What follows belongs to an exercise in optimizing a design on an open flow for small area, a short achievable clock period and few clock cycles per item; a production flow would make more cautious choices. Where RTL was checked, it was by simulation tests only, not by an equivalence proof against the original. Power and IR drop assume default switching activity.

job 3222:
// memWrDma
module memWrDma
#(
	parameter int DEPTH = 5
)
(
	input  wire                           i_CfgClk,
	input  wire                           i_ARst,
	input  wire                           i_CfgCyc,
	input  wire                           i_CfgStb,
	input  wire                           i_CfgWnR,
	input  wire [3:0]                     i_CfgAddr,
	input  wire memWrDma_pkg::cfgData_t   i_CfgWrData,
	output logic                          o_CfgAck,
	output memWrDma_pkg::cfgData_t        o_CfgRdData,
	input  wire memWrDma_pkg::pload_t     i_MaxPload,
	input  wire memWrDma_pkg::reqId_t     i_RequesterId,
	output logic                          o_MemRd,
	output memWrDma_pkg::lclAddr_t        o_MemRdAddr,
	input  wire                           i_MemReady,
	input  wire                           i_MemDv,
	input  wire memWrDma_pkg::line_t      i_MemRdData,
	output logic                          o_AstTxDv,
	output logic                          o_AstTxSop,
	output logic                          o_AstTxEop,
	output memWrDma_pkg::line_t           o_AstTxData,
	input  wire                           i_AstTxReady
);
Size: roughly 2300 cells after synthesis, about 690 flip-flops.
Settings: LEC_CHECK=0, CAP_MARGIN=20, CORE_MARGIN=2, CORE_UTILIZATION=40, SLEW_MARGIN=20; clock period 8.0 ns.
run.sh (not shown) runs the stock make flow with config.mk's settings and CLKGATE_MAP_FILE= SYNTH_SCRIPT=/design/flow/synth_recipe.tcl, a recipe that flattens the netlist after the stock synthesis.
Job 3222 | status: complete | timing, DRC, antenna: pass
Changes in job 9250 relative to job 3222:
Settings: ABC_CLOCK_PERIOD_IN_PS now 3000, previously not set; CTS_BUF_LIST now sky130_fd_sc_hd__clkbuf_4 sky130_fd_sc_hd__clkbuf_8, previously not set; SETUP_SLACK_MARGIN now 5, previously not set.
### Flow results
In job 9250 the count of inverters not on the clock network in the layout turned out about 6% higher than in job 3222. Job 9250 packs its core tighter than job 3222. On worst reg2reg path depth, the lower figure sits with job 9250, not job 3222. Compared with job 3222, job 9250 improves final period demand of the worst path. When job 9250 is set beside job 3222, its power in combinational cells turns out to be 6.2% larger. Cmp job 3222 and job 9250 / HPWL after detailed placement / higher: job 3222.
#### Input delta (job 9678 over job 9250)
Settings: ABC_CLOCK_PERIOD_IN_PS no longer set, was 3000; ABC_AREA now 1, previously not set; CORE_UTILIZATION now 60, was 40; CTS_BUF_LIST no longer set, was sky130_fd_sc_hd__clkbuf_4 sky130_fd_sc_hd__clkbuf_8.
Job 9678 completed every stage of the flow, and the final layout passed the timing, DRC and antenna checks. Against job 9250, job 9678 reports a setup slack that is lower. Job 9250 → job 9678: hold-fix buffer count after cts roughly the same, cell count higher, total standard cell area after synthesis higher. Via count in job 9678 vs job 9250: up 6681. Job 9678 gives less proportion of power drawn by the clock network than job 9250 did. Total power: job 9678 above job 9250.
No run of this note included a check of the RTL's function; only the layout flow was run.

v1:
memWrDma again, from the RTL that the note above started with.
==> flow/design.v (excerpt) <==
module memWrDma
#(
	parameter int DEPTH = 5
)
(
	input  wire                           i_CfgClk,
	input  wire                           i_ARst,
	input  wire                           i_CfgCyc,
	input  wire                           i_CfgStb,
	input  wire                           i_CfgWnR,
	input  wire [3:0]                     i_CfgAddr,
	input  wire memWrDma_pkg::cfgData_t   i_CfgWrData,
	output logic                          o_CfgAck,
	output memWrDma_pkg::cfgData_t        o_CfgRdData,
	input  wire memWrDma_pkg::pload_t     i_MaxPload,
	input  wire memWrDma_pkg::reqId_t     i_RequesterId,
	output logic                          o_MemRd,
	output memWrDma_pkg::lclAddr_t        o_MemRdAddr,
	input  wire                           i_MemReady,
	input  wire                           i_MemDv,
	input  wire memWrDma_pkg::line_t      i_MemRdData,
	output logic                          o_AstTxDv,
	output logic                          o_AstTxSop,
	output logic                          o_AstTxEop,
	output memWrDma_pkg::line_t           o_AstTxData,
	input  wire                           i_AstTxReady
);
Settings: LEC_CHECK=0, ABC_CLOCK_PERIOD_IN_PS=3000, CAP_MARGIN=20, CORE_MARGIN=2, CORE_UTILIZATION=40, SETUP_SLACK_MARGIN=5, SLEW_MARGIN=20; clock period 8.0 ns.
v1 completed; timing, DRC and antenna clean
What v38 does differently from v1 at the input level:
- CTS_CLUSTER_SIZE newly set to 20
- CTS_CLUSTER_DIAMETER newly set to 40
- CTS_BUF_LIST newly set to sky130_fd_sc_hd__clkbuf_8 sky130_fd_sc_hd__clkbuf_16
==> flow/flow/run.sh (new file) <==
#!/bin/bash
# Standard layout, with the smallest buffer on every input and output port
set -euo pipefail
export BUFFER_PORTS_ARGS="-buffer_cell sky130_fd_sc_hd__buf_1"
bash standard.sh > flow_make.log 2>&1
==> flow/standard.sh (new file) <==
#!/bin/bash
# synth_recipe.tcl (not shown) runs the flow's synth.tcl, then flattens the netlist and writes it again
# the make line also repeats each setting of config.mk as NAME=value (left out here)
make -C /OpenROAD-flow-scripts/flow DESIGN_CONFIG=/design/flow/config.mk WORK_HOME=/design/flow/orfs CLKGATE_MAP_FILE= SYNTH_SCRIPT=/design/flow/synth_recipe.tcl "${@:-finish}"
removed: flow/run.sh
v38 leaves more setup margin than v1.
v38 vs v1 — cell area after layout dropped by a few percent
v38 does better than v1 on final critical path time including I/O delays and setup.
Input-level comparison between v25 and v38:
- CTS_CLUSTER_SIZE changed from 20 to 16
- CTS_CLUSTER_DIAMETER changed from 40 to 50
- CTS_BUF_LIST changed from sky130_fd_sc_hd__clkbuf_8 sky130_fd_sc_hd__clkbuf_16 to sky130_fd_sc_hd__clkbuf_4 sky130_fd_sc_hd__clkbuf_8
Notes after the runs:
v38 | status: complete | timing, DRC, antenna: pass. No stage failed in v25, and the final checks on the layout all came back clean. As far as worst hold slack after final layout is concerned, v25 and v38 perform about the same. Compared v25 vs v38, and first-pass GRT wire length is down in v25. Post-synthesis to final-layout area growth: v25 < v38. Per the comparison of v25 with v38, slack of the critical path went up by 8.3 ps; share of total power in the clock network went down by 7.2 points; wire length after detailed routing went down by 400 um; overall die area was more or less identical.
Function was not checked in any run of this note: the RTL went through the layout flow alone.

The RTL this note starts from:
==> flow/design.v <==
`default_nettype none
package memWrDma_pkg;
	typedef logic [64-1:0] hostAddr_t;
	typedef logic [32-1:0]  lclAddr_t;
	typedef logic [64-1:0]  line_t;
	typedef logic [31:0]             cfgData_t;
	typedef logic [31:0]             byteCnt_t;
	typedef logic [12-1:0]   pload_t;
	typedef logic [10-1:0]   dwLen_t;
	typedef logic [7:0]              tag_t;
	typedef logic [15:0]             reqId_t;
	typedef struct packed {
		hostAddr_t hostBase;
		lclAddr_t  lclBase;
		byteCnt_t  byteCnt;
	} xferCfg_t;
	typedef struct packed {
		hostAddr_t hostAddr;
		lclAddr_t  lclAddr;
		pload_t    pload;    
		dwLen_t    dwLen;
		tag_t      tag;
	} pktDesc_t;
	typedef enum logic [1:0] {SEG_IDLE, SEG_ISSUE, SEG_WAIT} segState_t;
	typedef enum logic [1:0] {FRM_IDLE, FRM_HDR0, FRM_HDR1, FRM_DATA} frmState_t;
endpackage
`default_nettype wire
`default_nettype none
module memWrDma
#(
	parameter int DEPTH = 6
)
(
	input  wire                           i_CfgClk,
	input  wire                           i_ARst,
	input  wire                           i_CfgCyc,
	input  wire                           i_CfgStb,
	input  wire                           i_CfgWnR,
	input  wire [3:0]                     i_CfgAddr,
	input  wire memWrDma_pkg::cfgData_t   i_CfgWrData,
	output logic                          o_CfgAck,
	output memWrDma_pkg::cfgData_t        o_CfgRdData,
	input  wire memWrDma_pkg::pload_t     i_MaxPload,
	input  wire memWrDma_pkg::reqId_t     i_RequesterId,
	output logic                          o_MemRd,
	output memWrDma_pkg::lclAddr_t        o_MemRdAddr,
	input  wire                           i_MemReady,
	input  wire                           i_MemDv,
	input  wire memWrDma_pkg::line_t      i_MemRdData,
	output logic                          o_AstTxDv,
	output logic                          o_AstTxSop,
	output logic                          o_AstTxEop,
	output memWrDma_pkg::line_t           o_AstTxData,
	input  wire                           i_AstTxReady
);
	localparam int PW = $clog2(DEPTH);
	typedef enum logic [2:0] {S_IDLE, S_HDR0, S_HDR1, S_DATA, S_TAIL} frmState_t;
	logic [31:0] ctrlReg;
	logic [63:0] hostBase;
	logic [31:0] lclBase;
	logic        busy;
	logic        busyNext;
	logic        cfgWr;
	logic        xferWr;
	logic        start;
	assign cfgWr  = i_CfgCyc & i_CfgStb & i_CfgWnR & ~o_CfgAck;
	assign xferWr = cfgWr & ~busy;
	assign start  = xferWr && (i_CfgAddr == 4'h7) && ctrlReg[0] && (i_CfgWrData[31:3] != '0);
	always_ff @(posedge i_CfgClk or posedge i_ARst)
	begin
		if (i_ARst)
		begin
			o_CfgAck <= 1'b0;
			ctrlReg  <= '0;
			hostBase <= '0;
			lclBase  <= '0;
		end
		else
		begin
			o_CfgAck <= i_CfgCyc & i_CfgStb & ~o_CfgAck;
			if (cfgWr && (i_CfgAddr == 4'h0))
				ctrlReg <= i_CfgWrData;
			if (xferWr && (i_CfgAddr == 4'h4))
				hostBase[31:0] <= i_CfgWrData;
			if (xferWr && (i_CfgAddr == 4'h5))
				hostBase[63:32] <= i_CfgWrData;
			if (xferWr && (i_CfgAddr == 4'h6))
				lclBase <= i_CfgWrData;
		end
	end
	frmState_t   state;
	logic [28:0] remLines;     
	logic [3:0]  lineOff;      
	logic [24:0] hostMid;      
	logic        crossed;      
	logic        is4Dw;        
	logic [7:0]  tagCnt;
	logic [31:0] hostHi;
	logic        remOne;
	logic        lastInPkt;
	logic [4:0]  pktLines;
	logic [4:0]  bndLines;
	assign hostHi    = hostBase[63:32] + {31'd0, crossed};
	assign remOne    = (remLines == 29'd1);
	assign lastInPkt = (lineOff == 4'hF) || remOne;
	assign bndLines  = 5'd16 - {1'b0, lineOff};
	assign pktLines  = ((remLines[28:5] == '0) && (remLines[4:0] < bndLines)) ? remLines[4:0] : bndLines;
	memWrDma_pkg::line_t fifoMem [DEPTH];
	logic [PW-1:0] wrIdx;
	logic [PW-1:0] rdIdx;
	logic          wrPh;
	logic          rdPh;
	logic          fifoEmpty;
	logic          headOk;
	memWrDma_pkg::line_t head;
	assign fifoEmpty = (wrIdx == rdIdx) && (wrPh == rdPh);
	assign headOk    = ~fifoEmpty | i_MemDv;
	assign head      = fifoEmpty ? i_MemRdData : fifoMem[rdIdx];
	always_ff @(posedge i_CfgClk)
	begin
		if (i_MemDv)
			fifoMem[wrIdx] <= i_MemRdData;
	end
	logic        load;
	logic        beatOk;
	logic        pop;
	logic        nbSop;
	logic        nbEop;
	logic [63:0] nbData;
	frmState_t   nbState;
	logic [31:0] heldDw;
	assign load = ~o_AstTxDv | i_AstTxReady;
	always_comb
	begin
		beatOk  = 1'b0;
		pop     = 1'b0;
		nbSop   = 1'b0;
		nbEop   = 1'b0;
		nbData  = head;
		nbState = state;
		case (state)
			S_HDR0:
			begin
				beatOk  = 1'b1;
				nbSop   = 1'b1;
				nbData  = {i_RequesterId, tagCnt, 8'hFF,
					3'b010 | {2'b00, is4Dw}, 5'd0, 8'd0, 6'd0, 4'd0, pktLines, 1'b0};
				nbState = S_HDR1;
			end
			S_HDR1:
				if (is4Dw)
				begin
					beatOk  = 1'b1;
					nbData  = {hostMid, lineOff, hostBase[2:0], hostHi};
					nbState = S_DATA;
				end
				else
				begin
					beatOk  = headOk;
					pop     = 1'b1;
					nbData  = {head[31:0], hostMid, lineOff, hostBase[2:0]};
					nbState = lastInPkt ? S_TAIL : S_DATA;
				end
			S_DATA:
				if (is4Dw)
				begin
					beatOk  = headOk;
					pop     = 1'b1;
					nbEop   = lastInPkt;
					nbData  = head;
					nbState = lastInPkt ? (remOne ? S_IDLE : S_HDR0) : S_DATA;
				end
				else
				begin
					beatOk  = headOk;
					pop     = 1'b1;
					nbData  = {head[31:0], heldDw};
					nbState = lastInPkt ? S_TAIL : S_DATA;
				end
			S_TAIL:
			begin
				beatOk  = 1'b1;
				nbEop   = 1'b1;
				nbData  = {32'd0, heldDw};
				nbState = (remLines == '0) ? S_IDLE : S_HDR0;
			end
			default: ;
		endcase
	end
	logic doLoad;
	logic doPop;
	assign doLoad = load & beatOk;
	assign doPop  = doLoad & pop;
	assign busyNext = start | (busy & ~((state == S_IDLE) & load));
	always_ff @(posedge i_CfgClk or posedge i_ARst)
	begin
		if (i_ARst)
		begin
			state     <= S_IDLE;
			busy      <= 1'b0;
			o_AstTxDv <= 1'b0;
			tagCnt    <= '0;
			rdIdx     <= '0;
			wrIdx     <= '0;
			rdPh      <= 1'b0;
			wrPh      <= 1'b0;
		end
		else
		begin
			busy <= busyNext;
			if (i_MemDv)
			begin
				wrIdx <= (wrIdx == PW'(DEPTH - 1)) ? '0 : wrIdx + 1'b1;
				if (wrIdx == PW'(DEPTH - 1))
					wrPh <= ~wrPh;
			end
			if (start)
				state <= S_HDR0;
			else if (doLoad)
				state <= nbState;
			if (load)
				o_AstTxDv <= beatOk;
			if (doLoad && (state == S_HDR0))
				tagCnt <= tagCnt + 1'b1;
			if (doPop)
			begin
				rdIdx <= (rdIdx == PW'(DEPTH - 1)) ? '0 : rdIdx + 1'b1;
				if (rdIdx == PW'(DEPTH - 1))
					rdPh <= ~rdPh;
			end
		end
	end
	always_ff @(posedge i_CfgClk)
	begin
		if (doLoad)
		begin
			o_AstTxData <= nbData;
			o_AstTxSop  <= nbSop;
			o_AstTxEop  <= nbEop;
		end
		if (doPop)
			heldDw <= head[63:32];
		if (!busy)
		begin
			remLines <= i_CfgWrData[31:3];
			lineOff  <= hostBase[6:3];
			hostMid  <= hostBase[31:7];
			crossed  <= 1'b0;
			is4Dw    <= |hostBase[63:32];
		end
		else if (doPop)
		begin
			remLines <= remLines - 1'b1;
			lineOff  <= lineOff + 1'b1;
			if (lineOff == 4'hF)
			begin
				hostMid <= hostMid + 1'b1;
				if (&hostMid)
				begin
					crossed <= 1'b1;
					is4Dw   <= ~&hostBase[63:32];
				end
			end
		end
	end
	logic [DEPTH-1:0] pendT;
	logic [15:0]  pendX;
	logic [28:0]  rdAddr;
	logic         memAcc;
	logic         remBig;
	logic [3:0]   remLo;
	logic         more0;     
	logic         more1;     
	logic         moreAfter;
	logic         roomAfter;
	assign memAcc = o_MemRd & i_MemReady;
	assign pendX  = 16'(pendT);
	assign remBig = |remLines[28:4];
	assign remLo  = remLines[3:0];
	assign more0  = remBig | ((remLo != 4'd0) && !pendX[remLo - 4'd1]);
	assign more1  = remBig | ((remLo > 4'd1) && !pendX[remLo - 4'd2]);
	assign moreAfter = memAcc ? more1 : more0;
	assign roomAfter = (memAcc && !doPop) ? !pendT[DEPTH-2]
	                 : (!memAcc && doPop) ? 1'b1
	                 : !pendT[DEPTH-1];
	assign o_MemRdAddr = {rdAddr, lclBase[2:0]};
	always_ff @(posedge i_CfgClk or posedge i_ARst)
	begin
		if (i_ARst)
		begin
			o_MemRd <= 1'b0;
			pendT   <= '0;
		end
		else
		begin
			if (start)
				o_MemRd <= 1'b1;
			else
				o_MemRd <= busy & moreAfter & roomAfter;
			case ({memAcc, doPop})
				2'b10:   pendT <= {pendT[DEPTH-2:0], 1'b1};
				2'b01:   pendT <= {1'b0, pendT[DEPTH-1:1]};
				default: ;
			endcase
		end
	end
	always_ff @(posedge i_CfgClk)
	begin
		if (!busy)
			rdAddr <= lclBase[31:3];
		else if (memAcc)
			rdAddr <= rdAddr + 1'b1;
	end
	always_ff @(posedge i_CfgClk)
	begin
		case (i_CfgAddr)
			4'h0:     o_CfgRdData <= ctrlReg;
			4'h1:     o_CfgRdData <= {30'd0, ~busyNext, busyNext};
			4'h4: o_CfgRdData <= hostBase[31:0];
			4'h5: o_CfgRdData <= hostBase[63:32];
			4'h6:    o_CfgRdData <= lclBase;
			4'h7:      o_CfgRdData <= busyNext ? {remLines, 3'd0} : '0;
			default:           o_CfgRdData <= '0;
		endcase
	end
endmodule
`default_nettype wire
==> flow/config.mk <==
export PLATFORM = sky130hd
export DESIGN_NAME = memWrDma
export DESIGN_NICKNAME = memWrDma
export VERILOG_FILES = /design/flow/design.v
export SDC_FILE = /design/flow/constraint.sdc
export NUM_CORES = 4
export LEC_CHECK = 0
export ABC_CLOCK_PERIOD_IN_PS = 3000
export CAP_MARGIN = 20
export CORE_MARGIN = 2
export CORE_UTILIZATION = 40
export CTS_BUF_LIST = sky130_fd_sc_hd__clkbuf_16
export CTS_CLUSTER_DIAMETER = 80
export CTS_CLUSTER_SIZE = 24
export SLEW_MARGIN = 20
==> flow/constraint.sdc <==
create_clock -name core_clock -period 8.0 [get_ports {i_CfgClk}]
set_input_delay 1.6000 -clock core_clock [delete_from_list [all_inputs] [get_ports {i_CfgClk}]]
set_output_delay 1.6000 -clock core_clock [all_outputs]
set_load 0.01 [all_outputs]
standard.sh (not shown) runs the stock make flow with config.mk's settings and CLKGATE_MAP_FILE= SYNTH_SCRIPT=/design/flow/synth_recipe.tcl, a recipe that flattens the netlist after the stock synthesis.
==> flow/flow/run.sh <==
#!/bin/bash
# Standard layout, with the smallest buffer on every input and output port
# and timing repair aimed below the clock period
set -euo pipefail
export BUFFER_PORTS_ARGS="-buffer_cell sky130_fd_sc_hd__buf_1"
export SETUP_SLACK_MARGIN=5.3
bash standard.sh > flow_make.log 2>&1
Testbench counts at the start, summed over its fixed seeds: cycles 38,242, bytes 198,928.
Change:
==> flow/flow/run.sh (replaced) <==
#!/bin/bash
# Standard layout, with the smallest buffer on every input and output port
set -euo pipefail
export BUFFER_PORTS_ARGS="-buffer_cell sky130_fd_sc_hd__buf_1"
bash standard.sh > flow_make.log 2>&1
CTS_CLUSTER_DIAMETER = 100   (was 80)
CTS_CLUSTER_SIZE = 30   (was 24)
SETUP_SLACK_MARGIN = 5   (was not set)
The new run completed with no timing, DRC or antenna violations.
Total power drops by a few percent.
Sequential cell count stays the same.
Sequential power stays flat.
Final area drops by a little under a tenth.
Clock-buffer cell count drops by 10.
Synthesized cell count stays the same.
Wire length drops by a few percent.
Cell count drops by a few percent.
Register-to-register slack gets worse by 0.21 ns.
Global-route usage drops by 1.5 points.
Change:
ABC_CLOCK_PERIOD_IN_PS = 6000   (was 3000)
CORE_UTILIZATION = 65   (was 40)
CTS_CLUSTER_DIAMETER = 90   (was 100)
CTS_CLUSTER_SIZE = 28   (was 30)
PLACE_DENSITY = 0.75   (was not set)
The changed run finished with timing, DRC and antenna clean.
Combinational power is about the same.
Cell area is lower by about 1.4%.
Die area is lower by about 40%.
Change:
ABC_AREA = 1   (was not set)
ABC_CLOCK_PERIOD_IN_PS = not set   (was 6000)
CORE_UTILIZATION = 40   (was 65)
PLACE_DENSITY = not set   (was 0.75)
Outcome:
- The changed run went through all stages and came out clean
- first-iteration DRC count went down by 4.2%
- die area is higher by 70%
- area after synthesis goes up by 5.8%
- hold slack improves by 0.0054 ns
- design area increases by 6.4%
- clock power is higher by 10%
- power rises by 2.4%
- core utilization fell by 27 points
Change:
ABC_AREA = not set   (was 1)
ABC_CLOCK_PERIOD_IN_PS = 3000   (was not set)
CORE_UTILIZATION = 65   (was 40)
PLACE_DENSITY = 0.75   (was not set)
Outcome: Global-route usage goes up by 10 points. Wire length came out lower by 18%. Worst setup slack improved by 0.016 ns. First-iteration DRC count went up by 4.4%. Die area goes down by 41%. Total power drops by 2.3%. Design area drops by 6.0%. Clock skew falls by 0.021 ns. Clock power shrinks by 9.4%. Via count shrinks by 18%. Core utilization rises by 27 points.

-- re-timing with driven ports --
The flow's constraints put no driver on any port. The routed layouts listed below were extracted and timed again, unchanged, in two steps.
Step 1, drivers: a clkbuf_16 drives i_CfgClk and a buf_2 each remaining input, both assumed.
Step 2 also shifts input and output timing later by t, the mid clock arrival at the registers, as if the neighbouring blocks saw the same clock.
Slacks: no drivers / after step 1 / after step 2; pairs: no drivers / after step 1.
run | t (ns) | setup WS [ns] | hold slack, ns | clock arrival spread, ns | worst slew at a driven data input, ns
job 3222 | 0.696 | 3.332 / 3.332 / 2.943 | 0.462 / 0.462 / 0.462 | 0.033 / 0.033 | 0.11
job 9250 | 0.790 | 4.979 / 4.915 / 4.245 | 0.456 / 0.456 / 0.456 | 0.052 / 0.053 | 0.10
job 9678 | 0.671 | 4.954 / 4.936 / 4.266 | 0.477 / 0.477 / 0.477 | 0.020 / 0.021 | 0.16
v1 | 0.688 | 4.978 / 4.953 / 4.265 | 0.457 / 0.457 / 0.457 | 0.029 / 0.030 | 0.10
v38 | 0.708 | 5.012 / 5.012 / 4.305 | 0.457 / 0.457 / 0.457 | 0.039 / 0.039 | 0.10
v25 | 0.743 | 5.021 / 4.966 / 4.289 | 0.460 / 0.460 / 0.460 | 0.055 / 0.056 | 0.11
the first run of note 3 | 0.667 | 5.132 / 5.073 / 4.497 | 0.480 / 0.480 / 0.480 | 0.043 / 0.044 | 0.12
the second run of note 3 | 0.709 | 4.987 / 4.981 / 4.378 | 0.465 / 0.465 / 0.465 | 0.040 / 0.040 | 0.11
the third run of note 3 | 0.653 | 5.023 / 5.023 / 4.431 | 0.456 / 0.456 / 0.456 | 0.021 / 0.022 | 0.11
the fourth run of note 3 | 0.674 | 5.008 / 4.953 / 4.374 | 0.462 / 0.462 / 0.462 | 0.045 / 0.045 | 0.11
the fifth run of note 3 | 0.653 | 5.023 / 5.023 / 4.431 | 0.456 / 0.456 / 0.456 | 0.021 / 0.022 | 0.11
After both steps every run listed still meets setup and hold. The setup slack of job 9250, which loses most, moves by -0.064 ns with the drivers and by -0.734 ns with both steps.
